Source: an optimization exercise on an open RTL-to-GDS flow (aim: small area, a short achievable clock period and few clock cycles). Production flows keep margins and buffers that such runs may drop.
Where RTL was checked, it was by simulation tests only, not by an equivalence proof against the original.
No functional check of the RTL was part of runs 1 to 5.
Power and IR drop assume default switching activity.

--- design.v ---
package udpb_pkg;
  localparam logic [15:0] IP_VER_TOS = 16'h4500;
  localparam logic [15:0] IP_FLAGS   = 16'h4000;
  localparam logic [7:0]  PROTO_UDP  = 8'd17;
  localparam logic [15:0] LEN_BASE = 16'd28;
  localparam logic [15:0] SUM_BASE = 16'hFFE8;
  localparam logic [31:0] RST_SOURCE_ADDRESS      = 32'h0606_0600;
  localparam logic [31:0] RST_DESTINATION_ADDRESS = 32'h0;
  localparam logic [15:0] RST_SOURCE_PORT         = 16'd6666;
  localparam logic [15:0] RST_DESTINATION_PORT    = 16'd0;
  localparam logic [7:0]  RST_TIME_TO_LIVE        = 8'd50;
endpackage
module udpb_front
(
  input  logic        clk,
  input  logic        rst,
  input  logic        in_v,
  input  logic [7:0]  in_b,
  input  logic        in_last,
  input  logic        take,
  output logic        go,
  output logic        hold,
  output logic [15:0] job_sum,
  output logic [15:0] job_len,
  output logic        job_ovf
);
  function automatic logic [15:0] oc_add(input logic [15:0] a, input logic [15:0] b);
    logic [16:0] s;
    s = {1'b0, a} + {1'b0, b};
    oc_add = s[15:0] + {15'd0, s[16]};
  endfunction
  logic [15:0] acc;
  logic [15:0] cnt;
  logic        odd;
  logic        ovf;
  logic        fresh;   
  logic [15:0] acc_b;
  logic [15:0] cnt_b;
  logic        odd_b;
  logic        ovf_b;
  logic        cnt_sat;
  assign go    = in_v & (~hold | take);
  assign acc_b = fresh ? udpb_pkg::SUM_BASE : acc;
  assign cnt_b = fresh ? udpb_pkg::LEN_BASE : cnt;
  assign odd_b = ~fresh & odd;
  assign ovf_b = ~fresh & ovf;
  assign cnt_sat = &cnt_b;
  always_ff @(posedge clk) begin
    if (go) begin
      acc <= oc_add(acc_b, odd_b ? {8'h00, in_b} : {in_b, 8'h00});
      cnt <= cnt_sat ? cnt_b : cnt_b + 16'd1;
      odd <= ~odd_b;
      ovf <= ovf_b | cnt_sat;
    end
  end
  always_ff @(posedge clk) begin
    if (rst) begin
      fresh <= 1'b1;
      hold  <= 1'b0;
    end else begin
      if (go) begin
        fresh <= in_last;
      end
      hold <= (go & in_last) | (hold & ~take);
    end
  end
  assign job_sum = acc;
  assign job_len = cnt;
  assign job_ovf = ovf;
endmodule
module udpb_back
(
  input  logic        clk,
  input  logic        rst,
  input  logic        cfg_write,
  input  logic [31:0] sa,
  input  logic [31:0] da,
  input  logic [15:0] sp,
  input  logic [15:0] dp,
  input  logic [7:0]  ttl,
  input  logic        hold,
  input  logic [15:0] job_sum,
  input  logic [15:0] job_len,
  input  logic        job_ovf,
  output logic        take,
  input  logic        pop,
  output logic        empty,
  output logic [21:0] result
);
  function automatic logic [15:0] oc_add(input logic [15:0] a, input logic [15:0] b);
    logic [16:0] s;
    s = {1'b0, a} + {1'b0, b};
    oc_add = s[15:0] + {15'd0, s[16]};
  endfunction
  logic        busy;
  logic        pre;
  logic        dirty;
  logic [3:0]  k;
  logic        empty_r;
  logic [15:0] out_word;
  logic [3:0]  out_idx;
  logic        out_lerr;
  logic        out_eoh;
  logic [15:0] blen;
  logic        bovf;
  logic [15:0] acc_ip;
  logic [15:0] acc_udp;
  logic        adv;
  logic        start_pre;
  logic [15:0] word;
  logic [15:0] ip_op;
  logic [15:0] udp_op;
  assign adv       = busy & (pre | empty_r | pop);
  assign take      = hold & ((~busy & ~dirty) | (adv & ~pre & (k == 4'd13)));
  assign start_pre = ~busy & dirty;
  assign empty  = empty_r;
  assign result = {out_word, out_idx, out_lerr, out_eoh};
  always_comb begin
    case (k)
      4'd0:    word = udpb_pkg::IP_VER_TOS;
      4'd1:    word = blen;
      4'd2:    word = 16'h0000;
      4'd3:    word = udpb_pkg::IP_FLAGS;
      4'd4:    word = {ttl, udpb_pkg::PROTO_UDP};
      4'd5:    word = ~acc_ip;
      4'd6:    word = sa[31:16];
      4'd7:    word = sa[15:0];
      4'd8:    word = da[31:16];
      4'd9:    word = da[15:0];
      4'd10:   word = sp;
      4'd11:   word = dp;
      4'd12:   word = blen - 16'd20;
      default: word = (&acc_udp) ? 16'hFFFF : ~acc_udp;
    endcase
  end
  assign ip_op  = (k == 4'd3) ? {ttl, udpb_pkg::PROTO_UDP} : out_word;
  assign udp_op = (k == 4'd2) ? {out_word[14:0], out_word[15]} : out_word;
  always_ff @(posedge clk) begin
    if (rst) begin
      busy    <= 1'b0;
      pre     <= 1'b0;
      dirty   <= 1'b1;
      empty_r <= 1'b1;
    end else begin
      if (take) begin
        busy <= 1'b1;
      end else if (start_pre) begin
        busy <= 1'b1;
        pre  <= 1'b1;
      end else if (adv & (k == (pre ? 4'd10 : 4'd13))) begin
        busy <= 1'b0;
        pre  <= 1'b0;
      end
      if (cfg_write) begin
        dirty <= 1'b1;
      end else if (start_pre) begin
        dirty <= 1'b0;
      end
      if (adv) begin
        empty_r <= pre;
      end else if (pop) begin
        empty_r <= 1'b1;
      end
    end
  end
  always_ff @(posedge clk) begin
    if (take) begin
      k <= 4'd0;
    end else if (start_pre) begin
      k <= 4'd5;
    end else if (adv) begin
      k <= k + 4'd1;
    end
    if (take) begin
      blen    <= job_len;
      bovf    <= job_ovf;
    end
    if (adv) begin
      out_word <= word;
      out_idx  <= k;
      out_lerr <= bovf;
      out_eoh  <= (k == 4'd13);
    end
    if (adv) begin
      case (k)
        4'd1, 4'd2, 4'd3, 4'd4, 4'd7, 4'd8, 4'd9, 4'd10: acc_ip <= oc_add(acc_ip, ip_op);
        4'd5:    acc_ip <= 16'h0000;
        default: ;
      endcase
    end
    if (take) begin
      acc_udp <= job_sum;
    end else if (adv) begin
      case (k)
        4'd2, 4'd7, 4'd8, 4'd9, 4'd10, 4'd11, 4'd12: acc_udp <= oc_add(acc_udp, udp_op);
        default: ;
      endcase
    end
  end
endmodule
module udp_ipv4_header_builder_unit
(
  input  logic                   clk,
  input  logic                   rst,
  input  logic                   push,
  output logic                   full,
  input  logic [8:0]             item,
  output logic                   empty,
  input  logic                   pop,
  output logic [21:0]            result,
  input  logic                   cfg_write,
  input  logic [2:0]             cfg_index,
  input  logic [31:0]            cfg_data
);
  logic [31:0] sa;
  logic [31:0] da;
  logic [15:0] sp;
  logic [15:0] dp;
  logic [7:0]  ttl;
  logic        full_r;
  logic        in_v;
  logic [7:0]  in_b;
  logic        in_last;
  logic        accept;
  logic        go;
  logic        hold;
  logic        take;
  logic [15:0] job_sum;
  logic [15:0] job_len;
  logic        job_ovf;
  assign full   = full_r;
  assign accept = push & ~full_r;
  always_ff @(posedge clk) begin
    if (rst) begin
      sa  <= udpb_pkg::RST_SOURCE_ADDRESS;
      da  <= udpb_pkg::RST_DESTINATION_ADDRESS;
      sp  <= udpb_pkg::RST_SOURCE_PORT;
      dp  <= udpb_pkg::RST_DESTINATION_PORT;
      ttl <= udpb_pkg::RST_TIME_TO_LIVE;
    end else if (cfg_write) begin
      case (cfg_index)
        3'd0: sa  <= cfg_data;
        3'd1: da  <= cfg_data;
        3'd2: sp  <= cfg_data[15:0];
        3'd3: dp  <= cfg_data[15:0];
        3'd4: ttl <= cfg_data[7:0];
        default: ;
      endcase
    end
  end
  always_ff @(posedge clk) begin
    if (rst) begin
      in_v   <= 1'b0;
      full_r <= 1'b0;
    end else begin
      in_v   <= accept | (in_v & ~go);
      full_r <= (accept | (in_v & ~go)) & ((go & in_last) | (hold & ~take));
    end
    if (accept) begin
      in_b    <= item[8:1];
      in_last <= item[0];
    end
  end
  udpb_front u_front (
    .clk     (clk),
    .rst     (rst),
    .in_v    (in_v),
    .in_b    (in_b),
    .in_last (in_last),
    .take    (take),
    .go      (go),
    .hold    (hold),
    .job_sum (job_sum),
    .job_len (job_len),
    .job_ovf (job_ovf)
  );
  udpb_back u_back (
    .clk       (clk),
    .rst       (rst),
    .cfg_write (cfg_write),
    .sa        (sa),
    .da        (da),
    .sp        (sp),
    .dp        (dp),
    .ttl       (ttl),
    .hold      (hold),
    .job_sum   (job_sum),
    .job_len   (job_len),
    .job_ovf   (job_ovf),
    .take      (take),
    .pop       (pop),
    .empty     (empty),
    .result    (result)
  );
endmodule
--- run.sh ---
#!/bin/bash
# synth_recipe.tcl (not shown) runs the flow's synth.tcl, then flattens the netlist and writes it again
# the make line also repeats each setting of config.mk as NAME=value (left out here)
make -C /OpenROAD-flow-scripts/flow DESIGN_CONFIG=/design/flow/config.mk WORK_HOME=/design/flow/orfs CLKGATE_MAP_FILE= SYNTH_SCRIPT=/design/flow/synth_recipe.tcl finish
--- config.mk ---
export PLATFORM = sky130hd
export DESIGN_NAME = udp_ipv4_header_builder_unit
export DESIGN_NICKNAME = udp_ipv4_header_builder_unit
export VERILOG_FILES = /design/flow/design.v
export SDC_FILE = /design/flow/constraint.sdc
export NUM_CORES = 4
export LEC_CHECK = 0
export CAP_MARGIN = 20
export CORE_MARGIN = 2
export CORE_UTILIZATION = 40
export SLEW_MARGIN = 20
--- constraint.sdc ---
create_clock -name core_clock -period 6.0 [get_ports {clk}]
set_input_delay 1.2000 -clock core_clock [delete_from_list [all_inputs] [get_ports {clk}]]
set_output_delay 1.2000 -clock core_clock [all_outputs]
set_load 0.01 [all_outputs]
==> impl_metrics.py, run 1 <==
metrics = {
    "outcome": {
        "status": "timing/DRC/antenna clean",
    },
    "floorplan": {
        "rows": 67,
        "fp.dieH_um": 187,
        "coreArea_um2": 33300,
        "start_util": 0.403,
        "pin_count": 73,
        "die_w_um": 187,
        "die_area_um2": 35000,
    },
    "worst_setup_path": {
        "path_max_fanout": 9,
        "crit_path_frequent_cell": "ha_1",
        "crit_buf_inv": 2,
        "slowest_stage": "and2_1",
        "path_cells": "inv_1 -> ha_1 -> and2_1 -> buf_4 -> mux2_2 -> ha_1 -> nand3_1 -> a211oi_1 -> nor3_1 -> o31ai_1 -> a21oi_1 -> nor2b_1 -> o21ai_0 -> nand2b_1 -> ha_1 -> ha_1 -> nand2_1 -> nor2_1 -> nor4b_2 -> nand4b_1 -> xnor2_1 -> o21ai_0",
        "slowest_delay_ns": 0.46,
        "crit_family": "simple AND/OR/NAND/NOR gates",
        "critPathKind": "reg -> reg",
        "worst_ep_arrival_time_ns": 5.47,
        "required_ns": 6.26,
        "cp-end-kind": "flop",
        "cp-start-kind": "flop",
    },
    "final_layout": {
        "final_cell_mix": "nand2_1 (281), a21oi_1 (166), dfxtp_1 (116), edfxtp_1 (114), nor2_1 (83)",
        "multi_input_area_um2": 7270,
        "fin_nets": 1649,
        "area_growth_pct": 14.8,
        "fin_util": 0.463,
        "fill_cells": 3175,
        "insertedDiodeCount": 0,
        "regArea_um2": 5750,
        "layout_commonest_cell": "nand2_1",
        "drive_above_1_share": 0.0810,
    },
    "synth": {
        "yosys_warnings": 3,
        "synth_top_cell_area_share": 0.255,
        "synth-main-ff-cell": "dfxtp_1",
        "synth.net_count": 1614,
        "synth_top_family_by_area": "simple AND/OR/NAND/NOR gates",
        "synth_area_leaders": "edfxtp_1 (26%), dfxtp_1 (17%), nand2_1 (7.9%)",
        "postSynthRegisterBits": 230,
        "synth_sequential_area_ratio": 0.428,
        "post_synth_and_or_nand_nor_area_fraction": 0.220,
        "synthMuxAreaShare": 0.0240,
        "async_reset_ff_frac": 0,
        "yosysTopAreaCell": "edfxtp_1",
        "synth_cell_types": 81,
        "synth_compound_area_frac": 0.178,
        "synthAdderAreaFrac": 0.0623,
        "synthesis.instances": 1500,
        "avgSynthCellArea_um2": 8.95,
        "syn_area_um2": 13400,
        "synth-xor-area-share": 0.0561,
        "synth_edf_count": 114,
    },
    "sta": {
        "clock.fmax_mhz": 192,
        "clock_skew_ns": 0.0115,
        "whs_ns": 0.449,
        "period_share": 0.868,
        "hold_viol_final": 0,
        "rsz0062_at_grt": "false",
        "setup_viol": 0,
        "post-route-min-period_ns": 5.21,
        "max_slew.worst_pin.slew_ns": 0.926,
        "slew_violations": 0,
        "timing.setup.tns_ns": 0,
        "worst_slack_ns": 0.792,
        "slew_headroom": 0.367,
    },
    "power_and_ir_drop": {
        "report.power.total_w": 0.00574,
        "peakVddDrop_mv": 0.226,
        "p_leak_nw": 5.47,
        "power_density_nw_per_um2": 373,
    },
    "detailed_routing": {
        "top_layer": "met4",
        "drtIter0Drc": 888,
        "wirelength_um": 39000,
        "drc_errors": 0,
        "vias": 11300,
        "met1_length_um": 17300,
        "wl_met2_um": 17600,
        "wl_met3_um": 2940,
        "vias_per_cell": 5.62,
        "final_antenna_net_count": 0,
        "wire_per_inst_um": 19.5,
        "drt-pass1-iter-count": 5,
    },
    "clock_tree": {
        "clk_latency_ns": 0.54,
        "clk_pin_slew_ns": 0.06,
        "cts-buffers-inserted": 27,
        "clock_path_buffers": 3,
        "root_buffer": "clkbuf_16",
        "cts_tree": "done",
        "ctsHtreeMaxLevel": 1,
        "cts_sinks": 230,
    },
    "placement": {
        "place.gp.congestion": 0.898,
        "io_buffers": 72,
        "hpwl_um": 27800,
        "pre_cts_slack_ns": 0.576,
    },
    "global_routing": {
        "first_global_vias": 10700,
        "grt_max_degree": 83,
        "grt_pass1_wl_um": 61200,
        "grt-ovfl-total": 0,
        "antenna_found_initial": 0,
        "grt_usage": 0.219,
    },
    "run": {
        "drv_cap": 0,
    },
    "hold_path": {
        "hold_path_class": "reg -> reg",
    },
}
[synthesized netlist by cell type (all sizes together) (22+ instances only)]
master	n
edfxtp	114
xor2	41
a21oi	166
a221oi	27
nor2	84
clkbuf	75
ha	62
dfxtp	116
nor2b	24
mux2	25
xnor2	45
inv	27
nand3	35
or2	22
nand2	281
nor3	22
o21ai	51
and2	36
[logic make-up after synthesis]
| group | after synthesis |
|---|---|
| mux | 29 |
| simple gates | 610 |
| xor+xnor | 86 |
| fa+ha+maj | 65 |
| compound gates | 370 |
| buf+inv | 110 |
| flops | 230 |
[registers in the layout (all words and copies together) (netlist names), 4 cells and up]
register         cells
da                  32
sa                  32
dp                  16
sp                  16
u_back.acc_ip       16
u_back.acc_udp      16
u_back.blen         16
u_back.out_word     16
u_front.acc         16
u_front.cnt         16
in_b                 8
ttl                  8
u_back.k             4
u_back.out_idx       4
[final cells by class]
cell class | instances | area share
Sequential cell | 230 | 0.373
Tap cell | 448 | 0.0364
Timing Repair Buffer | 87 | 0.0539
Clock buffer | 44 | 0.0559
Multi-Input combinational cell | 1160 | 0.472
Clock inverter | 6 | 0.00227
Inverter | 29 | 0.00707
[worst paths after layout]
path	startpoint	end	slack [ns]	cells past startpoint
min	u_back.bovf	u_back.out_lerr	0.45	0
max	u_back.k[0]	u_back.acc_udp[14]	0.79	22
min reg2reg	u_back.bovf	u_back.out_lerr	0.45	0
max reg2reg	u_back.k[0]	u_back.acc_udp[14]	0.79	22
[metal layers]
layer  vias up  track usage
li1       5486            -
met1      5317        0.304
met2       395        0.347
met3        65       0.0392
met4         0       0.0693
met5         -            0
[metrics by stage]
step	area, um2	instances
floorplan	13400	1500
global placement	14500	1954
detailed placement	14500	1954
CTS	15400	2004
global route	15400	2004
finish	15400	2004
[timing repair]
| action | in CTS | in global routing |
|---|---|---|
| setup buffers | 0 | 0 |
| endpoints found under the setup margin | 0 | 1 |
| resized for setup | 0 | 1 |
| hold buffers | 0 | 0 |
[where the power goes]
part           switching (W)  internal, W  total (W)
clock               0.000660     0.000976    0.00164
sequential          0.000145      0.00186    0.00201
combinational        0.00125     0.000856    0.00210
[worst reg2reg max path, delay by kind of cell, from the launching register on]
kind,cells,cell delay (ns)
multiplexers,1,0.35
flip-flops,1,0.36
AO/OA/AOI/OAI,5,0.90
AND/OR/NAND/NOR,9,1.71
adder cells (fa/ha/maj),4,1.08
buffers and inverters,2,0.39
XOR/XNOR,1,0.15
==> run 2: changes to the inputs <==
--- a/config.mk
+++ b/config.mk
@@ -5,7 +5,9 @@
 export SDC_FILE = /design/flow/constraint.sdc
 export NUM_CORES = 4
 export LEC_CHECK = 0
+export ABC_CLOCK_PERIOD_IN_PS = 2000
 export CAP_MARGIN = 20
 export CORE_MARGIN = 2
 export CORE_UTILIZATION = 40
+export SETUP_SLACK_MARGIN = 3.8
 export SLEW_MARGIN = 20
==> run 2 against run 1 <==
  * Power is 17% higher
  * First-iteration DRC count is 40% higher
  * Synthesized area stayed put
  * Register-to-register slack better by 0.88 ns
  * Hold slack worse by 0.013 ns
  * Largest cell class unchanged
  * Largest power group unchanged
==> impl_metrics.py, run 2 <==
metrics = {
    "sta": {
        "post-route-min-period_ns": 4.33,
        "slew_headroom": 0.462,
        "clock_skew_ns": 0.0182,
        "whs_ns": 0.437,
        "slew_violations": 0,
        "timing.setup.tns_ns": 0,
        "rsz0062_at_grt": "true",
        "setup_viol": 0,
        "max_slew.worst_pin.slew_ns": 0.807,
        "worst_slack_ns": 1.67,
        "clock.fmax_mhz": 231,
        "hold_viol_final": 0,
        "period_share": 0.722,
    },
    "synth": {
        "avgSynthCellArea_um2": 8.95,
        "async_reset_ff_frac": 0,
        "synth.net_count": 1614,
        "syn_area_um2": 13400,
        "synth_cell_types": 81,
        "yosys.cell_count.top_type": "nand2_1",
        "synth_edf_count": 114,
        "synth_area_leaders": "edfxtp_1 (26%), dfxtp_1 (17%), nand2_1 (7.9%)",
        "postSynthRegisterBits": 230,
        "yosysTopAreaCell": "edfxtp_1",
        "synth_sequential_area_ratio": 0.428,
        "synth_top_cell_area_share": 0.255,
        "yosys_warnings": 3,
        "synthesis.instances": 1500,
        "synth-main-ff-cell": "dfxtp_1",
        "synthTopCellsByCount": "nand2_1 (281), a21oi_1 (166), dfxtp_1 (116)",
    },
    "final_layout": {
        "drive_above_1_share": 0.308,
        "insertedDiodeCount": 0,
        "largestRegisters": "da: 32 flops, sa: 32 flops",
        "layout_commonest_cell": "nand2_1",
        "fin_nets": 1812,
        "final_cell_mix": "nand2_1 (262), a21oi_1 (150), edfxtp_1 (114), dfxtp_1 (109), buf_4 (90)",
        "area_growth_pct": 39.1,
        "fin_area_um2": 18700,
    },
    "hold_path": {
        "hold_path_class": "reg -> reg",
    },
    "global_routing": {
        "antenna_found_initial": 0,
        "grt-ovfl-total": 0,
        "grt_usage": 0.246,
        "grt_pass1_wl_um": 67200,
        "grt_max_degree": 77,
        "first_global_vias": 11500,
    },
    "detailed_routing": {
        "final_antenna_net_count": 0,
        "vias_per_cell": 5.75,
        "vias": 12500,
        "drt-pass1-iter-count": 6,
        "wire_per_inst_um": 21.0,
        "drtIter0Drc": 1247,
        "wirelength_um": 45600,
        "drc_errors": 0,
    },
    "worst_setup_path": {
        "cp-end-kind": "flop",
        "path_max_fanout": 5,
        "required_ns": 6.39,
        "critPathKind": "reg -> reg",
        "cp-start-kind": "flop",
        "worst_ep_arrival_time_ns": 4.72,
    },
    "floorplan": {
        "die_area_um2": 35000,
        "start_util": 0.403,
        "rows": 67,
        "coreArea_um2": 33300,
        "fp.dieH_um": 187,
        "pin_count": 73,
        "die_w_um": 187,
    },
    "run": {
        "drv_cap": 0,
    },
    "placement": {
        "place.gp.congestion": 0.878,
        "pre_cts_slack_ns": 1.37,
        "hpwl_um": 28200,
        "io_buffers": 72,
        "placed_cell_area_um2": 14800,
    },
    "clock_tree": {
        "clk_pin_slew_ns": 0.06,
        "ctsHtreeMaxLevel": 1,
        "clk_latency_ns": 0.55,
        "root_buffer": "clkbuf_16",
        "cts-buffers-inserted": 28,
        "cts_sinks": 230,
        "cts_tree": "done",
        "clock_path_buffers": 3,
    },
    "power_and_ir_drop": {
        "report.power.total_w": 0.00673,
        "p_leak_nw": 6.87,
        "peakVddDrop_mv": 0.242,
        "power_density_nw_per_um2": 361,
    },
    "outcome": {
        "status": "timing/DRC/antenna clean",
    },
}
run 2: cell counts after synthesis:
No cell type changed its count.
run 2: kinds of logic after synthesis:
group | after synthesis | share of synthesized area
buffers and inverters | 110 | 0.0317
and+or+nand+nor | 610 | 0.220
adders and majority gates | 65 | 0.0623
muxes | 29 | 0.0240
DFF | 230 | 0.428
AOI/OAI and AO/OA | 370 | 0.178
xor gates and xnor gates | 86 | 0.0561
run 2: layout make-up:
class                      count  area [um2]
fill                        2903       14600
multi-input combinational   1172        8780
sequential                   230        5770
timing repair buffer         233        2370
clock buffer                  43         913
tap                          448         561
inverter                      29         133
clock inverter                 9         106
timing repair inverter         4        41.3
run 2: path summary, 6_finish.rpt:
check	slack [ns]	cells past startpoint	start	to
max	1.67	22	u_back.k[0]	u_back.acc_udp[15]
min	0.44	0	u_back.bovf	u_back.out_lerr
max reg2reg	1.67	22	u_back.k[0]	u_back.acc_udp[15]
min reg2reg	0.44	0	u_back.bovf	u_back.out_lerr
run 2: worst max-delay path, stage by stage, from the launching register on:
cell	delay, ns
dfxtp_4	0.37
inv_4	0.04
ha_4	0.18
and2_4	0.20
mux2_4	0.22
ha_4	0.13
inv_2	0.03
fa_2	0.32
nand3b_1	0.20
a211oi_2	0.32
nor3_2	0.10
o31ai_2	0.29
a21oi_2	0.11
nor2b_1	0.12
o21ai_1	0.06
nand2b_1	0.13
ha_4	0.18
nand3_4	0.07
nor2_2	0.12
nor4b_4	0.28
nand3_2	0.11
or4_1	0.44
a31oi_1	0.14
run 2: what timing repair did:
item / CTS / global route
buffers inserted: 114 / 39
setup endpoints to repair: 291 / 301
hold buffers: 0 / 0
pin swaps: 73 / 60
resized for setup: 331 / 123
gates cloned: 13 / 4
run 2: per-stage QoR:
stage,util,std cells
after floorplan,-,1500
after global placement,0.445,1946
after detailed placement,0.445,1946
after CTS,0.535,2125
after global routing,0.561,2168
final,0.561,2168
run 2: power by group:
part	internal [W]	switching [W]	leakage, nW
Clock	0.00114	0.000682	0.506
Combinational	0.00131	0.00161	4.36
Sequential	0.00186	0.000142	2.00
run 2: per-layer routing:
metal  share of wire  vias up  routed length, um  global-route usage
met5               0        -                  0                   0
met4           0.034        0               1560              0.0778
met3           0.085      105               3860              0.0450
met2            0.45      516              20700               0.390
met1            0.43     6007              19500               0.339
li1                -     5836                  -                   -
==> run 3: changes to the inputs <==
--- a/design.v
+++ b/design.v
@@ -9,6 +9,51 @@
   localparam logic [15:0] RST_SOURCE_PORT         = 16'd6666;
   localparam logic [15:0] RST_DESTINATION_PORT    = 16'd0;
   localparam logic [7:0]  RST_TIME_TO_LIVE        = 8'd50;
+  function automatic logic [15:0] add16(input logic [15:0] a, input logic [15:0] b,
+                                        input logic cin);
+    logic [15:0] g;
+    logic [15:0] p;
+    logic [15:0] gg;
+    logic [15:0] pp;
+    logic [15:0] c;
+    g  = a & b;
+    p  = a ^ b;
+    gg = g;
+    pp = p;
+    for (int l = 0; l < 4; l++) begin
+      for (int i = 0; i < 16; i++) begin
+        if (((i >> l) & 1) == 1) begin
+          gg[i] = gg[i] | (pp[i] & gg[((i >> l) << l) - 1]);
+          pp[i] = pp[i] & pp[((i >> l) << l) - 1];
+        end
+      end
+    end
+    c[0] = cin;
+    for (int i = 1; i < 16; i++) c[i] = gg[i-1] | (pp[i-1] & cin);
+    add16 = p ^ c;
+  endfunction
+  function automatic logic [15:0] oc_add(input logic [15:0] a, input logic [15:0] b);
+    logic [15:0] g;
+    logic [15:0] p;
+    logic [15:0] gg;
+    logic [15:0] pp;
+    logic [15:0] c;
+    g  = a & b;
+    p  = a ^ b;
+    gg = g;
+    pp = p;
+    for (int l = 0; l < 4; l++) begin
+      for (int i = 0; i < 16; i++) begin
+        if (((i >> l) & 1) == 1) begin
+          gg[i] = gg[i] | (pp[i] & gg[((i >> l) << l) - 1]);
+          pp[i] = pp[i] & pp[((i >> l) << l) - 1];
+        end
+      end
+    end
+    c[0] = gg[15];
+    for (int i = 1; i < 16; i++) c[i] = gg[i-1] | (pp[i-1] & gg[15]);
+    oc_add = p ^ c;
+  endfunction
 endpackage
 module udpb_front
 (
@@ -24,11 +69,6 @@
   output logic [15:0] job_len,
   output logic        job_ovf
 );
-  function automatic logic [15:0] oc_add(input logic [15:0] a, input logic [15:0] b);
-    logic [16:0] s;
-    s = {1'b0, a} + {1'b0, b};
-    oc_add = s[15:0] + {15'd0, s[16]};
-  endfunction
   logic [15:0] acc;
   logic [15:0] cnt;
   logic        odd;
@@ -47,8 +87,8 @@
   assign cnt_sat = &cnt_b;
   always_ff @(posedge clk) begin
     if (go) begin
-      acc <= oc_add(acc_b, odd_b ? {8'h00, in_b} : {in_b, 8'h00});
-      cnt <= cnt_sat ? cnt_b : cnt_b + 16'd1;
+      acc <= udpb_pkg::oc_add(acc_b, odd_b ? {8'h00, in_b} : {in_b, 8'h00});
+      cnt <= cnt_sat ? cnt_b : udpb_pkg::add16(cnt_b, 16'h0000, 1'b1);
       odd <= ~odd_b;
       ovf <= ovf_b | cnt_sat;
     end
@@ -87,11 +127,6 @@
   output logic        empty,
   output logic [21:0] result
 );
-  function automatic logic [15:0] oc_add(input logic [15:0] a, input logic [15:0] b);
-    logic [16:0] s;
-    s = {1'b0, a} + {1'b0, b};
-    oc_add = s[15:0] + {15'd0, s[16]};
-  endfunction
   logic        busy;
   logic        pre;
   logic        dirty;
@@ -129,7 +164,7 @@
       4'd9:    word = da[15:0];
       4'd10:   word = sp;
       4'd11:   word = dp;
-      4'd12:   word = blen - 16'd20;
+      4'd12:   word = udpb_pkg::add16(blen, 16'hFFEC, 1'b0);
       default: word = (&acc_udp) ? 16'hFFFF : ~acc_udp;
     endcase
   end
@@ -183,7 +218,7 @@
     end
     if (adv) begin
       case (k)
-        4'd1, 4'd2, 4'd3, 4'd4, 4'd7, 4'd8, 4'd9, 4'd10: acc_ip <= oc_add(acc_ip, ip_op);
+        4'd1, 4'd2, 4'd3, 4'd4, 4'd7, 4'd8, 4'd9, 4'd10: acc_ip <= udpb_pkg::oc_add(acc_ip, ip_op);
         4'd5:    acc_ip <= 16'h0000;
         default: ;
       endcase
@@ -192,7 +227,7 @@
       acc_udp <= job_sum;
     end else if (adv) begin
       case (k)
-        4'd2, 4'd7, 4'd8, 4'd9, 4'd10, 4'd11, 4'd12: acc_udp <= oc_add(acc_udp, udp_op);
+        4'd2, 4'd7, 4'd8, 4'd9, 4'd10, 4'd11, 4'd12: acc_udp <= udpb_pkg::oc_add(acc_udp, udp_op);
         default: ;
       endcase
     end
--- a/config.mk
+++ b/config.mk
@@ -5,9 +5,9 @@
 export SDC_FILE = /design/flow/constraint.sdc
 export NUM_CORES = 4
 export LEC_CHECK = 0
-export ABC_CLOCK_PERIOD_IN_PS = 2000
+export ABC_CLOCK_PERIOD_IN_PS = 2200
 export CAP_MARGIN = 20
 export CORE_MARGIN = 2
 export CORE_UTILIZATION = 40
-export SETUP_SLACK_MARGIN = 3.8
+export SETUP_SLACK_MARGIN = 3.3
 export SLEW_MARGIN = 20
==> run 3 against run 2 <==
  * Still clean
  * Sequential power up 5%
  * Power is 2.4% higher
  * Worst setup slack gained 1.1 ns
  * Sequential share of layout area is 2.8 points higher
  * Combinational power rose by 7.9%
  * Clock skew grew 0.012 ns
  * Fmax up 32%
  * Cell count fell by 8.9%
  * Clock power down 9%
  * Design area down 8.4%
  * Die area fell by 5.1%
  * Critical path type unchanged
  * Largest power group unchanged
  * Highest routed layer unchanged
==> impl_metrics.py, run 3 <==
metrics = {
    "clock_tree": {
        "ctsHtreeMaxLevel": 1,
        "clock_path_buffers": 3,
        "cts-buffers-inserted": 27,
        "root_buffer": "clkbuf_16",
        "clk_latency_ns": 0.57,
        "cts_sinks": 230,
        "cts_tree": "done",
        "clk_pin_slew_ns": 0.06,
    },
    "placement": {
        "hpwl_um": 27900,
        "pre_cts_slack_ns": 1.93,
        "dp.cells": 1807,
        "place.gp.congestion": 0.881,
        "io_buffers": 72,
    },
    "global_routing": {
        "grt-ovfl-total": 0,
        "grt_usage": 0.252,
        "grt_pass1_wl_um": 65000,
        "grt_max_degree": 98,
        "first_global_vias": 10900,
        "antenna_found_initial": 0,
    },
    "synth": {
        "synth_top_cell_area_share": 0.269,
        "synth_area_leaders": "edfxtp_1 (27%), dfxtp_1 (18%), nand2_1 (8.4%)",
        "synth.net_count": 1504,
        "postSynthRegisterBits": 230,
        "avgSynthCellArea_um2": 9.13,
        "yosysTopAreaCell": "edfxtp_1",
        "synthesis.instances": 1393,
        "syn_area_um2": 12700,
        "synth_cell_types": 87,
        "synthTopCellsByCount": "nand2_1 (284), a21oi_1 (160), dfxtp_1 (116)",
        "async_reset_ff_frac": 0,
        "yosys.cell_count.top_type": "nand2_1",
        "yosys_warnings": 3,
        "synth_edf_count": 114,
        "synth-main-ff-cell": "dfxtp_1",
        "synth_sequential_area_ratio": 0.452,
    },
    "sta": {
        "max_slew.worst_pin.slew_ns": 1.03,
        "whs_ns": 0.453,
        "rsz0062_at_grt": "true",
        "slew_violations": 0,
        "worst_slack_ns": 2.72,
        "clock.fmax_mhz": 305,
        "post-route-min-period_ns": 3.28,
        "clock_skew_ns": 0.0303,
        "hold_viol_final": 0,
        "slew_headroom": 0.311,
        "timing.setup.tns_ns": 0,
        "setup_viol": 0,
        "period_share": 0.546,
    },
    "final_layout": {
        "final_cells": 1974,
        "fin_nets": 1662,
        "drive_above_1_share": 0.260,
        "layout_commonest_cell": "nand2_1",
        "insertedDiodeCount": 0,
        "area_growth_pct": 34.5,
        "final_cell_mix": "nand2_1 (272), a21oi_1 (139), edfxtp_1 (114), dfxtp_1 (110), buf_4 (95)",
        "largestRegisters": "da: 32 flops, sa: 32 flops",
    },
    "run": {
        "drv_cap": 0,
    },
    "outcome": {
        "status": "timing/DRC/antenna clean",
    },
    "worst_setup_path": {
        "slowest_stage": "or3_4",
        "crit_buf_inv": 1,
        "path_max_fanout": 7,
        "cp-end-kind": "flop",
        "required_ns": 6.30,
        "critPathKind": "reg -> reg",
        "cp-start-kind": "flop",
        "worst_ep_arrival_time_ns": 3.58,
        "slowest_delay_ns": 0.44,
        "crit_family": "simple AND/OR/NAND/NOR gates",
        "crit_path_frequent_cell": "nand3_2",
        "path_cells": "nor2_4 -> and2_4 -> buf_12 -> mux2_2 -> ha_4 -> nand3_2 -> nand3_2 -> a21oi_4 -> or3_4 -> a32oi_4 -> xnor2_2 -> a21oi_2",
    },
    "detailed_routing": {
        "vias": 11600,
        "drc_errors": 0,
        "wire_per_inst_um": 22.0,
        "final_antenna_net_count": 0,
        "drt-pass1-iter-count": 5,
        "wirelength_um": 43400,
        "drtIter0Drc": 1204,
        "vias_per_cell": 5.86,
    },
    "hold_path": {
        "hold_path_class": "reg -> reg",
    },
    "floorplan": {
        "rows": 65,
        "die_area_um2": 33200,
        "fp.dieH_um": 182,
        "pin_count": 73,
        "die_w_um": 182,
        "start_util": 0.405,
        "coreArea_um2": 31400,
    },
    "power_and_ir_drop": {
        "p_int_w": 0.00437,
        "sw_frac_of_total": 0.367,
        "power_frac_comb": 0.456,
        "clkPwrFrac": 0.239,
        "peakVddDrop_mv": 0.217,
        "p_leak_nw": 6.11,
        "pwr-share-seq": 0.305,
        "p_switching_w": 0.00253,
        "power_density_nw_per_um2": 403,
    },
}
run 3: cell count changes after synthesis, moves of 7 or more:
| cell | change |
|---|---|
| and2_1 | -8 |
| and3_1 | -9 |
| xor2_1 | -14 |
| xnor2_1 | -28 |
| nand3_1 | -18 |
| clkbuf_1 | -10 |
| o21ai_0 | -12 |
| nor2_1 | -12 |
| a31oi_1 | +8 |
| a21o_1 | -7 |
run 3: what timing repair did:
action,CTS,global route
pin swaps,66,78
cloned,4,0
resized for setup,137,106
hold buffers,0,0
endpoints found under the setup margin,180,159
buffers inserted,83,30
run 3: logic make-up after synthesis:
kind of cell	after synthesis	share of synthesized area
AOI/OAI and AO/OA	361	0.188
xor gates and xnor gates	44	0.0303
adders and majority gates	62	0.0628
buffers and inverters	103	0.0321
DFF	230	0.452
muxes	32	0.0278
and+or+nand+nor	561	0.208
run 3: final timing paths:
| check | from | slack, ns | to | cells after the start |
|---|---|---|---|---|
| setup / recovery | u_back.k[2] | 2.72 | u_back.acc_udp[13] | 12 |
| hold / removal | u_front.cnt[1] | 0.45 | u_back.blen[1] | 0 |
| setup reg to reg | u_back.k[2] | 2.72 | u_back.acc_udp[13] | 12 |
| hold reg to reg | u_front.cnt[1] | 0.45 | u_back.blen[1] | 0 |
run 3: power groups by stage:
stage / Clock (W) / Combinational, W / Sequential, W
floorplan: 0 / 0.00163 / 0.00204
global placement: 0 / 0.00212 / 0.00214
detailed placement: 0 / 0.00214 / 0.00214
CTS: 0.00167 / 0.00266 / 0.00210
global route: 0.00175 / 0.00335 / 0.00211
finish: 0.00165 / 0.00314 / 0.00211
run 3: layout make-up:
cell class                 count  area [um2]
inverter                      29         126
clock inverter                10         101
multi-input combinational   1064        7970
sequential                   230        5770
timing repair buffer         199        1850
tap                          402         503
fill                        2754       14300
clock buffer                  40         795
run 3: routing by layer:
| layer | vias to the layer above | wire, um | track usage |
|---|---|---|---|
| li1 | 5377 | - | - |
| met1 | 5646 | 19100 | 0.356 |
| met2 | 452 | 19800 | 0.395 |
| met3 | 89 | 3080 | 0.0439 |
| met4 | 0 | 1440 | 0.0771 |
| met5 | - | 0 | 0 |
run 3: through the flow:
| stage | utilization | cell area, um2 | power (W) |
|---|---|---|---|
| 6_report | 0.545 | 17100 | 0.00690 |
| 3_3_place_gp | 0.453 | 14200 | 0.00426 |
| 2_1_floorplan | - | 13300 | 0.00366 |
| 5_1_grt | 0.545 | 17100 | 0.00721 |
| 3_5_place_dp | 0.453 | 14200 | 0.00427 |
| 4_1_cts | 0.523 | 16400 | 0.00643 |
==> run 4: changes to the inputs <==
--- a/config.mk
+++ b/config.mk
@@ -9,5 +9,5 @@
 export CAP_MARGIN = 20
 export CORE_MARGIN = 2
 export CORE_UTILIZATION = 40
-export SETUP_SLACK_MARGIN = 3.3
+export SETUP_SLACK_MARGIN = 3.7
 export SLEW_MARGIN = 20
==> run 4 against run 3 <==
  * Largest power group unchanged
  * Cell count rose by 4.5%
  * Utilization is 4.2 points higher
  * Power increased by 5.0%
  * Clock skew decreased by 0.0034 ns
  * Sequential share of layout area decreased by 2.4 points
  * Via count up 5.0%
  * Clock power barely moved
  * Non-clock buffer count up 84
  * Worst setup slack worse by 0.021 ns
  * Combinational power is 12% higher
  * Critical path type unchanged
  * Design area rose by 7.8%
==> impl_metrics.py, run 4 <==
metrics = {
    "synth": {
        "syn_area_um2": 12700,
        "synth_area_leaders": "edfxtp_1 (27%), dfxtp_1 (18%), nand2_1 (8.4%)",
        "async_reset_ff_frac": 0,
        "synth-main-ff-cell": "dfxtp_1",
        "synthTopCellsByCount": "nand2_1 (284), a21oi_1 (160), dfxtp_1 (116)",
        "synth.net_count": 1504,
        "yosysTopAreaCell": "edfxtp_1",
        "synth_cell_types": 87,
        "synth_top_cell_area_share": 0.269,
        "synthesis.instances": 1393,
        "synth_sequential_area_ratio": 0.452,
        "postSynthRegisterBits": 230,
        "synth_edf_count": 114,
        "yosys_warnings": 3,
        "yosys.cell_count.top_type": "nand2_1",
        "avgSynthCellArea_um2": 9.13,
    },
    "clock_tree": {
        "clock_path_buffers": 3,
        "clk_latency_ns": 0.55,
        "clk_pin_slew_ns": 0.06,
        "ctsHtreeMaxLevel": 1,
        "cts-buffers-inserted": 26,
        "cts_sinks": 230,
        "root_buffer": "clkbuf_16",
        "cts_tree": "done",
        "cts_hold_buffers": 0,
    },
    "sta": {
        "rsz0062_at_grt": "true",
        "max_slew.worst_pin.slew_ns": 1.13,
        "slew_violations": 0,
        "setup_viol": 0,
        "clock.fmax_mhz": 303,
        "timing.setup.tns_ns": 0,
        "hold_viol_final": 0,
        "clock_skew_ns": 0.0270,
        "period_share": 0.550,
        "post-route-min-period_ns": 3.30,
        "slew_headroom": 0.244,
    },
    "floorplan": {
        "pin_count": 73,
        "coreArea_um2": 31400,
        "fp.dieH_um": 182,
        "start_util": 0.405,
        "die_area_um2": 33200,
        "die_w_um": 182,
        "rows": 65,
    },
    "worst_setup_path": {
        "cp-start-kind": "flop",
        "r2r-end": "u_back.acc_udp[13]",
        "path_max_fanout": 8,
        "required_ns": 6.28,
        "reg2reg_from": "u_back.k[0]",
        "r2r_slack_ns": 2.70,
        "critPathKind": "reg -> reg",
        "r2r_cells": 12,
        "worst_ep_arrival_time_ns": 3.57,
        "cp-end-kind": "flop",
    },
    "power_and_ir_drop": {
        "power_density_nw_per_um2": 393,
        "p_leak_nw": 6.76,
        "peakVddDrop_mv": 0.204,
    },
    "detailed_routing": {
        "vias": 12100,
        "drtIter0Drc": 1175,
        "wirelength_um": 45900,
        "drc_errors": 0,
        "wire_per_inst_um": 22.3,
        "final_antenna_net_count": 0,
        "vias_per_cell": 5.89,
        "drt-pass1-iter-count": 6,
    },
    "hold_path": {
        "hold_depth": 0,
        "min_to": "u_back.bovf",
        "hold_path_class": "reg -> reg",
        "min_from": "u_front.ovf",
    },
    "outcome": {
        "status": "timing/DRC/antenna clean",
    },
    "global_routing": {
        "grt_max_degree": 108,
        "grt-ovfl-total": 0,
        "antenna_found_initial": 0,
        "grt_usage": 0.259,
        "grt_pass1_wl_um": 67000,
        "first_global_vias": 11300,
    },
    "placement": {
        "placed_cell_area_um2": 14300,
        "io_buffers": 72,
        "place.gp.congestion": 0.917,
        "hpwl_um": 27600,
    },
    "final_layout": {
        "area_growth_pct": 44.9,
        "fin_util": 0.587,
        "fin_nets": 1752,
        "fin_area_um2": 18400,
        "fill_cells": 2621,
        "final_cell_mix": "nand2_1 (267), a21oi_1 (130), buf_4 (130), edfxtp_1 (114), dfxtp_1 (109)",
        "layout_commonest_cell": "nand2_1",
        "largestRegisters": "da: 32 flops, sa: 32 flops",
        "insertedDiodeCount": 0,
        "drive_above_1_share": 0.353,
    },
    "run": {
        "drv_cap": 0,
    },
}
[run 4: cell count changes in the layout (fill, tap and decap cells not counted), moves of 11 or more]
cell and change:
a21oi_2 +11, a221oi_2 +12, buf_4 +35, buf_6 +46
buf_2 +19, a221oi_1 -14, dlygate4sd2_1 -15
[run 4: worst max path at each step]
stage                startpoint                 end  cells after the start
global route        u_back.k[0]  u_back.acc_udp[11]                     13
finish              u_back.k[0]  u_back.acc_udp[13]                     12
CTS                 u_back.k[0]  u_back.acc_udp[13]                     12
floorplan           u_back.k[0]  u_back.acc_udp[13]                     14
detailed placement  u_back.k[2]   u_back.acc_udp[1]                     12
global placement    u_back.k[0]   u_back.acc_udp[1]                     13
[run 4: kinds of logic (layout without fill, tap and decap cells)]
| family | Yosys count | after routing | synth area share |
|---|---|---|---|
| xor+xnor | 44 | 44 | 0.0303 |
| buf+inv | 103 | 362 | 0.0321 |
| flops | 230 | 230 | 0.452 |
| fa+ha+maj | 62 | 62 | 0.0628 |
| compound gates | 361 | 361 | 0.188 |
| simple gates | 561 | 569 | 0.208 |
| mux | 32 | 32 | 0.0278 |
[run 4: where the power goes]
group | switching (W) | leakage (nW) | internal (W)
Sequential | 0.000196 | 2.00 | 0.00191
Combinational | 0.00178 | 4.32 | 0.00173
Clock | 0.000680 | 0.436 | 0.000954
[run 4: per-stage QoR]
| stage | std cells | hold WS [ns] | worst slack [ns] | total power, W |
|---|---|---|---|---|
| 3_3_place_gp | 1805 | 0.434 | 1.98 | 0.00428 |
| 2_1_floorplan | 1393 | 0.400 | 2.74 | 0.00368 |
| 5_1_grt | 2062 | 0.470 | 2.61 | 0.00753 |
| 6_report | 2062 | 0.450 | 2.70 | 0.00725 |
| 3_5_place_dp | 1805 | 0.408 | 1.84 | 0.00430 |
| 4_1_cts | 1991 | 0.452 | 2.78 | 0.00671 |
[run 4: what timing repair did]
item | 4_1_cts | 5_1_grt
cloned | 7 | 6
setup buffers | 132 | 65
pin swaps | 130 | 99
resized for setup | 339 | 115
setup endpoints to repair | 306 | 227
[run 4: per-layer routing]
layer  GRT usage  up-vias  part of all wire  wire length [um]
met4      0.0806        0             0.039              1780
met3      0.0335      124             0.073              3340
li1            -     5570                 -                 -
met1       0.357     5944              0.43             19700
met2       0.425      508              0.46             21100
met5           0        -                 0                 0
[run 4: layout make-up]
cell class	count	area (um2)	share of cell area
clock inverters	7	48.8	0.00265
flip-flops and latches	230	5770	0.313
repair inverters	3	28.8	0.00156
multi-input cells	1068	8460	0.459
inverters	29	140	0.00760
repair buffers	283	2650	0.144
clock buffers	40	831	0.0451
well taps	402	503	0.0273
[run 4: critical path: stages (launching register included)]
cell and delay (ns):
dfxtp_4 0.36, inv_4 0.07, ha_4 0.17, and2_4 0.24, buf_12 0.16, mux2_4 0.31, ha_4 0.28, nand4_1 0.14
or3_4 0.39, or3_4 0.40, a32oi_4 0.25, xnor2_1 0.16, a21oi_1 0.09
==> run 5: changes to the inputs <==
--- a/design.v
+++ b/design.v
@@ -143,8 +143,6 @@
   logic        adv;
   logic        start_pre;
   logic [15:0] word;
-  logic [15:0] ip_op;
-  logic [15:0] udp_op;
   assign adv       = busy & (pre | empty_r | pop);
   assign take      = hold & ((~busy & ~dirty) | (adv & ~pre & (k == 4'd13)));
   assign start_pre = ~busy & dirty;
@@ -168,8 +166,6 @@
       default: word = (&acc_udp) ? 16'hFFFF : ~acc_udp;
     endcase
   end
-  assign ip_op  = (k == 4'd3) ? {ttl, udpb_pkg::PROTO_UDP} : out_word;
-  assign udp_op = (k == 4'd2) ? {out_word[14:0], out_word[15]} : out_word;
   always_ff @(posedge clk) begin
     if (rst) begin
       busy    <= 1'b0;
@@ -202,7 +198,7 @@
     if (take) begin
       k <= 4'd0;
     end else if (start_pre) begin
-      k <= 4'd5;
+      k <= 4'd4;
     end else if (adv) begin
       k <= k + 4'd1;
     end
@@ -218,16 +214,19 @@
     end
     if (adv) begin
       case (k)
-        4'd1, 4'd2, 4'd3, 4'd4, 4'd7, 4'd8, 4'd9, 4'd10: acc_ip <= udpb_pkg::oc_add(acc_ip, ip_op);
-        4'd5:    acc_ip <= 16'h0000;
+        4'd1, 4'd2, 4'd3, 4'd4, 4'd7, 4'd8, 4'd9, 4'd10:
+          acc_ip <= udpb_pkg::oc_add(acc_ip, out_word);
+        4'd5:    acc_ip <= out_word;   
         default: ;
       endcase
     end
     if (take) begin
-      acc_udp <= job_sum;
+      acc_udp <= {job_sum[0], job_sum[15:1]};
     end else if (adv) begin
       case (k)
-        4'd2, 4'd7, 4'd8, 4'd9, 4'd10, 4'd11, 4'd12: acc_udp <= udpb_pkg::oc_add(acc_udp, udp_op);
+        4'd2, 4'd7, 4'd8, 4'd9, 4'd10, 4'd11, 4'd12:
+          acc_udp <= udpb_pkg::oc_add(acc_udp, out_word);
+        4'd3:    acc_udp <= {acc_udp[14:0], acc_udp[15]};
         default: ;
       endcase
     end
--- a/config.mk
+++ b/config.mk
@@ -9,5 +9,5 @@
 export CAP_MARGIN = 20
 export CORE_MARGIN = 2
 export CORE_UTILIZATION = 40
-export SETUP_SLACK_MARGIN = 3.7
+export SETUP_SLACK_MARGIN = 3.4
 export SLEW_MARGIN = 20
==> run 5 against run 4 <==
  * Design area shrank 12%
  * Worst setup slack better by 0.47 ns
  * Utilization fell by 5.2 points
  * Synthesized area shrank 3.3%
  * Clock power about the same
  * Clock skew shrank 0.012 ns
  * Sequential share of layout area grew 4.0 points
  * Non-clock buffer count decreased by 94
  * Combinational power decreased by about 50%
  * Largest power group is now registers
  * Power decreased by 26%
  * Hold slack gained 0.0032 ns
==> impl_metrics.py, run 5 <==
metrics = {
    "global_routing": {
        "grt_usage": 0.237,
        "grt_max_degree": 104,
        "grt-ovfl-total": 0,
        "grt_pass1_wl_um": 58400,
        "first_global_vias": 10000,
        "antenna_found_initial": 1,
    },
    "hold_path": {
        "min_from": "ttl[2]",
        "hold_path_class": "reg -> reg",
        "hold_depth": 2,
        "min_to": "ttl[2]",
    },
    "floorplan": {
        "coreArea_um2": 30400,
        "fp.dieH_um": 179,
        "die_area_um2": 32200,
        "rows": 64,
        "die_w_um": 179,
        "pin_count": 73,
        "start_util": 0.404,
    },
    "final_layout": {
        "drive_above_1_share": 0.234,
        "fill_cells": 2736,
        "fin_nets": 1624,
        "largestRegisters": "da: 32 flops, sa: 32 flops",
        "final_cell_mix": "nand2_1 (276), a21oi_1 (154), edfxtp_1 (114), dfxtp_1 (113), buf_4 (89)",
        "area_growth_pct": 32.6,
        "layout_commonest_cell": "nand2_1",
        "fin_area_um2": 16300,
    },
    "sta": {
        "hold_viol_final": 0,
        "clock_skew_ns": 0.0145,
        "whs_ns": 0.453,
        "worst_slack_ns": 3.17,
        "slew_violations": 0,
        "timing.setup.tns_ns": 0,
        "slew_headroom": 0.279,
        "clock.fmax_mhz": 354,
        "setup_viol": 0,
        "period_share": 0.471,
        "max_slew.worst_pin.slew_ns": 1.08,
        "rsz0062_at_grt": "true",
        "post-route-min-period_ns": 2.83,
    },
    "detailed_routing": {
        "wire_per_inst_um": 20.6,
        "drc_errors": 0,
        "drt-pass1-iter-count": 10,
        "vias": 11000,
        "final_antenna_net_count": 0,
        "vias_per_cell": 5.69,
        "drtIter0Drc": 963,
        "wirelength_um": 39700,
    },
    "synth": {
        "synth.net_count": 1470,
        "yosys.cell_count.top_type": "nand2_1",
        "avgSynthCellArea_um2": 9.05,
        "yosysTopAreaCell": "edfxtp_1",
        "async_reset_ff_frac": 0,
        "postSynthRegisterBits": 230,
        "synthesis.instances": 1359,
        "syn_area_um2": 12300,
        "synth_top_cell_area_share": 0.278,
        "yosys_warnings": 3,
        "synth_edf_count": 114,
        "synth_area_leaders": "edfxtp_1 (28%), dfxtp_1 (19%), nand2_1 (8.7%)",
        "synth_cell_types": 72,
        "synthTopCellsByCount": "nand2_1 (285), a21oi_1 (178), dfxtp_1 (116)",
        "synth-main-ff-cell": "dfxtp_1",
        "synth_sequential_area_ratio": 0.467,
    },
    "worst_setup_path": {
        "cp-end-kind": "flop",
        "cp-start-kind": "flop",
        "r2r-end": "u_front.acc[7]",
        "reg2reg_from": "u_front.fresh",
        "r2r_cells": 11,
        "setup.worst_path.start": "u_front.fresh",
        "critPathKind": "reg -> reg",
        "r2r_slack_ns": 3.17,
        "required_ns": 6.27,
        "path_max_fanout": 6,
        "worst_ep_arrival_time_ns": 3.09,
    },
    "clock_tree": {
        "cts_sinks": 230,
        "clk_latency_ns": 0.53,
        "cts_hold_buffers": 0,
        "clk_pin_slew_ns": 0.06,
        "cts-buffers-inserted": 26,
        "clock_path_buffers": 3,
        "cts_tree": "done",
        "root_buffer": "clkbuf_16",
        "ctsHtreeMaxLevel": 1,
    },
    "power_and_ir_drop": {
        "pwr-share-seq": 0.366,
        "p_switching_w": 0.00170,
        "p_int_w": 0.00368,
        "clkPwrFrac": 0.309,
        "report.power.total_w": 0.00538,
        "sw_frac_of_total": 0.315,
        "power_density_nw_per_um2": 330,
        "p_leak_nw": 5.88,
        "peakVddDrop_mv": 0.232,
        "power_frac_comb": 0.326,
    },
    "outcome": {
        "status": "timing/DRC/antenna clean",
    },
    "placement": {
        "placed_cell_area_um2": 13500,
        "io_buffers": 72,
        "place.gp.congestion": 0.929,
        "hpwl_um": 26000,
        "pre_cts_slack_ns": 1.77,
    },
    "run": {
        "drv_cap": 0,
    },
}
-- run 5: area by class of cell --
type                            count  area [um2]  share of cell area
Antenna cell                        1        2.50            0.000154
Clock buffer                       44         866              0.0531
Timing Repair Buffer              189        1700               0.104
Sequential cell                   230        5750               0.353
Tap cell                          396         495              0.0304
Inverter                           33         144             0.00883
Multi-Input combinational cell   1033        7290               0.447
Clock inverter                      4        46.3             0.00284
-- run 5: cells by family after synthesis --
logic type	count (synthesis)	synth area share
DFF	230	0.467
adders and majority gates	62	0.0649
AOI/OAI and AO/OA	382	0.199
muxes	5	0.00448
buffers and inverters	101	0.0322
xor gates and xnor gates	46	0.0328
and+or+nand+nor	533	0.199
-- run 5: critical path, cell delays in order, from the launching register on --
cell and delay, ns:
dfxtp_4 0.38, buf_6 0.13, or2_4 0.25, ha_4 0.31
nand2_2 0.10, nor2_2 0.17, a221oi_4 0.09, buf_4 0.15
o211ai_1 0.36, a31oi_4 0.21, o31ai_2 0.31, xor2_1 0.11
-- run 5: per-layer routing --
layer | global-route usage | share of wire
met5 | 0 | 0
met4 | 0.103 | 0.049
met2 | 0.376 | 0.46
met3 | 0.0280 | 0.055
met1 | 0.325 | 0.44
-- run 5: worst max path at each step --
stage | cells after the start | slack [ns] | end
2_1_floorplan | 13 | 3.20 | u_front.acc[1]
5_1_grt | 11 | 3.02 | u_front.acc[7]
3_3_place_gp | 8 | 1.89 | u_back.acc_udp[7]
4_1_cts | 12 | 3.20 | u_front.acc[1]
3_5_place_dp | 7 | 1.77 | u_back.acc_udp[10]
6_report | 11 | 3.17 | u_front.acc[7]
-- run 5: through the flow --
stage	instances	util
2_1_floorplan	1359	-
3_3_place_gp	1769	0.444
3_5_place_dp	1769	0.444
4_1_cts	1876	0.503
5_1_grt	1929	0.535
6_report	1930	0.536
-- run 5: what timing repair did --
action | CTS | global route
pin swaps | 27 | 70
cloned | 3 | 2
buffers inserted | 56 | 51
setup endpoints to repair | 264 | 194
gates resized for setup | 123 | 141
-- run 5: power by group through the flow --
stage                     logic, W  clock network, W  registers (W)
after global placement     0.00119                 0        0.00201
after CTS                  0.00141           0.00169        0.00196
after floorplan           0.000891                 0        0.00193
after detailed placement   0.00121                 0        0.00201
final                      0.00175           0.00166        0.00197
after global routing       0.00191           0.00175        0.00197
==> run 6: changes to the inputs <==
--- a/design.v
+++ b/design.v
@@ -133,23 +133,24 @@
   logic [3:0]  k;
   logic        empty_r;
   logic [15:0] out_word;
-  logic [3:0]  out_idx;
   logic        out_lerr;
   logic        out_eoh;
   logic [15:0] blen;
   logic        bovf;
   logic [15:0] acc_ip;
   logic [15:0] acc_udp;
+  logic [3:0]  nk;    
   logic        adv;
   logic        start_pre;
   logic [15:0] word;
+  assign nk        = (k == 4'd13) ? 4'd0 : k + 4'd1;
   assign adv       = busy & (pre | empty_r | pop);
-  assign take      = hold & ((~busy & ~dirty) | (adv & ~pre & (k == 4'd13)));
+  assign take      = hold & ((~busy & ~dirty) | (adv & ~pre & (nk == 4'd13)));
   assign start_pre = ~busy & dirty;
   assign empty  = empty_r;
-  assign result = {out_word, out_idx, out_lerr, out_eoh};
+  assign result = {out_word, k, out_lerr, out_eoh};
   always_comb begin
-    case (k)
+    case (nk)
       4'd0:    word = udpb_pkg::IP_VER_TOS;
       4'd1:    word = blen;
       4'd2:    word = 16'h0000;
@@ -178,7 +179,7 @@
       end else if (start_pre) begin
         busy <= 1'b1;
         pre  <= 1'b1;
-      end else if (adv & (k == (pre ? 4'd10 : 4'd13))) begin
+      end else if (adv & (nk == (pre ? 4'd10 : 4'd13))) begin
         busy <= 1'b0;
         pre  <= 1'b0;
       end
@@ -195,12 +196,10 @@
     end
   end
   always_ff @(posedge clk) begin
-    if (take) begin
-      k <= 4'd0;
-    end else if (start_pre) begin
-      k <= 4'd4;
+    if (start_pre) begin
+      k <= 4'd3;
     end else if (adv) begin
-      k <= k + 4'd1;
+      k <= (pre & (nk == 4'd10)) ? 4'd13 : nk;
     end
     if (take) begin
       blen    <= job_len;
@@ -208,12 +207,11 @@
     end
     if (adv) begin
       out_word <= word;
-      out_idx  <= k;
       out_lerr <= bovf;
-      out_eoh  <= (k == 4'd13);
+      out_eoh  <= (nk == 4'd13);
     end
     if (adv) begin
-      case (k)
+      case (nk)
         4'd1, 4'd2, 4'd3, 4'd4, 4'd7, 4'd8, 4'd9, 4'd10:
           acc_ip <= udpb_pkg::oc_add(acc_ip, out_word);
         4'd5:    acc_ip <= out_word;   
@@ -223,7 +221,7 @@
     if (take) begin
       acc_udp <= {job_sum[0], job_sum[15:1]};
     end else if (adv) begin
-      case (k)
+      case (nk)
         4'd2, 4'd7, 4'd8, 4'd9, 4'd10, 4'd11, 4'd12:
           acc_udp <= udpb_pkg::oc_add(acc_udp, out_word);
         4'd3:    acc_udp <= {acc_udp[14:0], acc_udp[15]};
@@ -264,23 +262,36 @@
   logic        job_ovf;
   assign full   = full_r;
   assign accept = push & ~full_r;
+  logic [31:0] wd0;   
+  logic [31:0] wd1;   
+  logic [4:0]  wen;
+  assign wd0 = rst ? 32'h0 : cfg_data;
+  assign wd1 = rst ? 32'hFFFF_FFFF : cfg_data;
+  assign wen[0] = rst | (cfg_write & (cfg_index == 3'd0));
+  assign wen[1] = rst | (cfg_write & (cfg_index == 3'd1));
+  assign wen[2] = rst | (cfg_write & (cfg_index == 3'd2));
+  assign wen[3] = rst | (cfg_write & (cfg_index == 3'd3));
+  assign wen[4] = rst | (cfg_write & (cfg_index == 3'd4));
+  function automatic logic [31:0] pick(input logic [31:0] rv, input logic [31:0] d0,
+                                       input logic [31:0] d1);
+    pick = (rv & d1) | (~rv & d0);
+  endfunction
+  logic [31:0] sa_d;
+  logic [31:0] da_d;
+  logic [31:0] sp_d;
+  logic [31:0] dp_d;
+  logic [31:0] ttl_d;
+  assign sa_d  = pick(udpb_pkg::RST_SOURCE_ADDRESS, wd0, wd1);
+  assign da_d  = pick(udpb_pkg::RST_DESTINATION_ADDRESS, wd0, wd1);
+  assign sp_d  = pick(32'(udpb_pkg::RST_SOURCE_PORT), wd0, wd1);
+  assign dp_d  = pick(32'(udpb_pkg::RST_DESTINATION_PORT), wd0, wd1);
+  assign ttl_d = pick(32'(udpb_pkg::RST_TIME_TO_LIVE), wd0, wd1);
   always_ff @(posedge clk) begin
-    if (rst) begin
-      sa  <= udpb_pkg::RST_SOURCE_ADDRESS;
-      da  <= udpb_pkg::RST_DESTINATION_ADDRESS;
-      sp  <= udpb_pkg::RST_SOURCE_PORT;
-      dp  <= udpb_pkg::RST_DESTINATION_PORT;
-      ttl <= udpb_pkg::RST_TIME_TO_LIVE;
-    end else if (cfg_write) begin
-      case (cfg_index)
-        3'd0: sa  <= cfg_data;
-        3'd1: da  <= cfg_data;
-        3'd2: sp  <= cfg_data[15:0];
-        3'd3: dp  <= cfg_data[15:0];
-        3'd4: ttl <= cfg_data[7:0];
-        default: ;
-      endcase
-    end
+    if (wen[0]) sa  <= sa_d;
+    if (wen[1]) da  <= da_d;
+    if (wen[2]) sp  <= sp_d[15:0];
+    if (wen[3]) dp  <= dp_d[15:0];
+    if (wen[4]) ttl <= ttl_d[7:0];
   end
   always_ff @(posedge clk) begin
     if (rst) begin
--- a/config.mk
+++ b/config.mk
@@ -9,5 +9,5 @@
 export CAP_MARGIN = 20
 export CORE_MARGIN = 2
 export CORE_UTILIZATION = 40
-export SETUP_SLACK_MARGIN = 3.4
+export SETUP_SLACK_MARGIN = 3.3
 export SLEW_MARGIN = 20
==> run 6 against run 5 <==
  * Still clean on timing, DRC and antenna
  * Clock power shrank 6%
  * Design area decreased by 0.28%
  * Synthesized area down 0.42%
  * Largest power group is now combinational cells
  * Highest routed layer unchanged
==> impl_metrics.py, run 6 <==
metrics = {
    "outcome": {
        "status": "timing/DRC/antenna clean",
    },
    "worst_setup_path": {
        "worst_ep_arrival_time_ns": 3.22,
        "crit_buf_inv": 3,
        "required_ns": 6.29,
        "slowest_stage": "edfxtp_1",
        "crit_family": "compound AO/OA/AOI/OAI gates",
        "crit_path_frequent_cell": "buf_4",
        "slowest_delay_ns": 0.48,
        "cp-end-kind": "flop",
        "path_cells": "buf_4 -> buf_6 -> ha_4 -> and3_4 -> and2_4 -> a221oi_4 -> buf_4 -> a21o_1 -> a21boi_2 -> or3_4 -> a31o_4",
        "cp-start-kind": "flop",
        "path_max_fanout": 4,
        "critPathKind": "reg -> reg",
    },
    "clock_tree": {
        "cts_sinks": 226,
        "clk_pin_slew_ns": 0.06,
        "clock_path_buffers": 3,
        "ctsHtreeMaxLevel": 1,
        "clk_latency_ns": 0.57,
        "cts-buffers-inserted": 26,
        "root_buffer": "clkbuf_16",
        "cts_tree": "done",
    },
    "synth": {
        "async_reset_ff_frac": 0,
        "avgSynthCellArea_um2": 11.1,
        "synth_top_cell_area_share": 0.525,
        "yosys.cell_count.top_type": "edfxtp_1",
        "synth-main-ff-cell": "edfxtp_1",
        "yosys_warnings": 3,
        "synthTopCellsByCount": "edfxtp_1 (214), nand2_1 (100), a21oi_1 (85)",
        "synth_area_leaders": "edfxtp_1 (52%), ha_1 (5.6%), a21oi_1 (3.5%)",
        "synthesis.instances": 1104,
        "synth_cell_types": 72,
        "synth_sequential_area_ratio": 0.545,
        "synth.net_count": 1211,
        "synth_edf_count": 214,
        "yosysTopAreaCell": "edfxtp_1",
        "postSynthRegisterBits": 226,
        "syn_area_um2": 12200,
    },
    "final_layout": {
        "final_cell_mix": "edfxtp_1 (214), buf_4 (102), nand2_1 (91), a21oi_1 (68), nor2_1 (67)",
        "fill_cells": 2600,
        "area_growth_pct": 32.7,
        "layout_commonest_cell": "edfxtp_1",
        "fin_nets": 1393,
        "largestRegisters": "da: 32 flops, sa: 32 flops",
        "drive_above_1_share": 0.276,
        "insertedDiodeCount": 0,
    },
    "sta": {
        "hold_viol_final": 0,
        "clock_skew_ns": 0.0427,
        "whs_ns": 0.442,
        "slew_violations": 0,
        "slew_headroom": 0.382,
        "clock.fmax_mhz": 342,
        "setup_viol": 0,
        "max_slew.worst_pin.slew_ns": 0.918,
        "timing.setup.tns_ns": 0,
        "post-route-min-period_ns": 2.93,
        "rsz0062_at_grt": "true",
        "period_share": 0.488,
    },
    "detailed_routing": {
        "vias": 10000,
        "drc_errors": 0,
        "wire_per_inst_um": 22.8,
        "drt-pass1-iter-count": 6,
        "final_antenna_net_count": 0,
        "drtIter0Drc": 1217,
        "wirelength_um": 38900,
        "vias_per_cell": 5.89,
    },
    "placement": {
        "hpwl_um": 24600,
        "place.gp.congestion": 0.939,
        "io_buffers": 72,
    },
    "global_routing": {
        "grt_max_degree": 58,
        "grt_usage": 0.239,
        "grt_pass1_wl_um": 57300,
        "first_global_vias": 9479,
        "antenna_found_initial": 0,
        "grt-ovfl-total": 0,
    },
    "hold_path": {
        "hold_path_class": "reg -> reg",
    },
    "floorplan": {
        "pin_count": 73,
        "fp.dieH_um": 179,
        "start_util": 0.403,
        "die_area_um2": 32000,
        "coreArea_um2": 30300,
        "die_w_um": 179,
        "rows": 64,
    },
    "power_and_ir_drop": {
        "power_density_nw_per_um2": 417,
        "p_leak_nw": 5.92,
        "sw_frac_of_total": 0.361,
        "clkPwrFrac": 0.230,
        "peakVddDrop_mv": 0.224,
        "p_int_w": 0.00433,
        "power_frac_comb": 0.424,
        "pwr-share-seq": 0.346,
        "p_switching_w": 0.00245,
    },
    "run": {
        "drv_cap": 0,
    },
}
[run 6: cell count changes in the layout (fill, tap and decap cells not counted), sizes merged, moves of 7 or more]
cell    change
nand2     -186
dfxtp     -104
edfxtp    +100
a21oi      -93
nor2b      +30
nand3b     -16
or2        +12
clkbuf      -9
mux2i       +9
nand3       +9
or3         -9
a221oi      +8
xor2        -7
[run 6: final timing paths]
check                           cells after the start  slack (ns)               start                end
worst max-delay path                               11        3.07  u_back.out_word[9]  u_back.acc_udp[2]
worst min-delay path                                0        0.44         u_back.bovf    u_back.out_lerr
worst max register to register                     11        3.07  u_back.out_word[9]  u_back.acc_udp[2]
worst min register to register                      0        0.44         u_back.bovf    u_back.out_lerr
[run 6: worst reg2reg max path: stages (launching register included)]
cell      delay (ns)
edfxtp_1        0.48
buf_4           0.19
buf_6           0.11
ha_4            0.21
and3_4          0.17
and2_4          0.17
a221oi_4        0.34
buf_4           0.18
a21o_1          0.14
a21boi_2        0.07
or3_4           0.38
a31o_4          0.22
[run 6: power by group through the flow]
stage | sequential (W) | clock [W] | combinational (W)
2_1_floorplan | 0.00224 | 0 | 0.00149
3_3_place_gp | 0.00242 | 0 | 0.00197
3_5_place_dp | 0.00242 | 0 | 0.00200
4_1_cts | 0.00233 | 0.00158 | 0.00254
5_1_grt | 0.00236 | 0.00164 | 0.00311
6_report | 0.00234 | 0.00156 | 0.00287
[run 6: cell type report]
| class | instances | area, um2 | share of cell area |
|---|---|---|---|
| repair inverters | 1 | 6.26 | 0.000385 |
| clock buffers | 40 | 753 | 0.0463 |
| flip-flops and latches | 226 | 6680 | 0.411 |
| repair buffers | 197 | 1800 | 0.111 |
| multi-input cells | 801 | 6270 | 0.386 |
| clock inverters | 8 | 93.8 | 0.00577 |
| inverters | 33 | 151 | 0.00932 |
| well taps | 396 | 495 | 0.0305 |
[run 6: through the flow]
step,instance area [um2],setup WS [ns],utilization,power [W],instances
3_3_place_gp,13600,1.99,0.447,0.00439,1540
3_5_place_dp,13600,1.97,0.447,0.00442,1540
5_1_grt,16300,3.00,0.535,0.00710,1702
6_report,16300,3.07,0.535,0.00678,1702
4_1_cts,15700,3.11,0.518,0.00645,1673
2_1_floorplan,12500,3.01,-,0.00374,1104
[run 6: repair_timing]
action | in CTS | in global routing
hold buffers | 0 | 0
setup endpoints to repair | 194 | 55
pin swaps | 47 | 44
buffers inserted | 78 | 29
cloned | 7 | 0
resized for setup | 156 | 63
[run 6: logic make-up (layout without fill, tap and decap cells)]
family                     after synthesis  count (layout)  share of synthesized area
and+or+nand+nor                        382             385                      0.160
AOI/OAI and AO/OA                      299             300                      0.164
DFF                                    226             226                      0.545
adders and majority gates               58              58                     0.0611
muxes                                   15              15                     0.0128
buffers and inverters                   81             279                     0.0270
xor gates and xnor gates                43              43                     0.0308
[run 6: routing by layer]
layer / track usage / up-vias / wire, um
li1: - / 4561 / -
met4: 0.0857 / 0 / 1290
met1: 0.332 / 4881 / 16500
met2: 0.369 / 495 / 17600
met3: 0.0524 / 81 / 3540
met5: 0 / - / 0
Testbench counts of run 6, summed over its fixed seeds: cycles 55,014.

## separate check: timing with driven ports
How much do the figures lean on ideal ports? The routed layouts below were timed once more, with nothing changed but the port constraints.
Step 1 assumes that a clkbuf_16 drives the clock port and a buf_2 every other input.
Step 2, shift: input delay + t, output delay - t, t = (earliest + latest rising clock arrival at the registers) / 2. This alone moves slack from input paths to output paths.
Slacks: ideal ports / drivers / drivers and shift; pairs: ideal ports / drivers.
run	shift t [ns]	slack for setup (ns)	hold slack, ns
run 1	0.589	0.792 / 0.792 / 0.792	0.449 / 0.449 / 0.449
run 2	0.591	1.668 / 1.668 / 1.668	0.437 / 0.437 / 0.437
run 3	0.604	2.723 / 2.723 / 2.525	0.453 / 0.453 / 0.453
run 4	0.591	2.702 / 2.702 / 2.702	0.450 / 0.450 / 0.450
run 5	0.573	3.175 / 3.175 / 2.782	0.453 / 0.453 / 0.453
run 6	0.597	3.073 / 3.073 / 2.795	0.442 / 0.442 / 0.442
After both steps setup and hold are still met in every run listed. For run 5, which loses most, drivers alone change the setup slack by 0.000 ns; drivers and shift together by -0.393 ns.
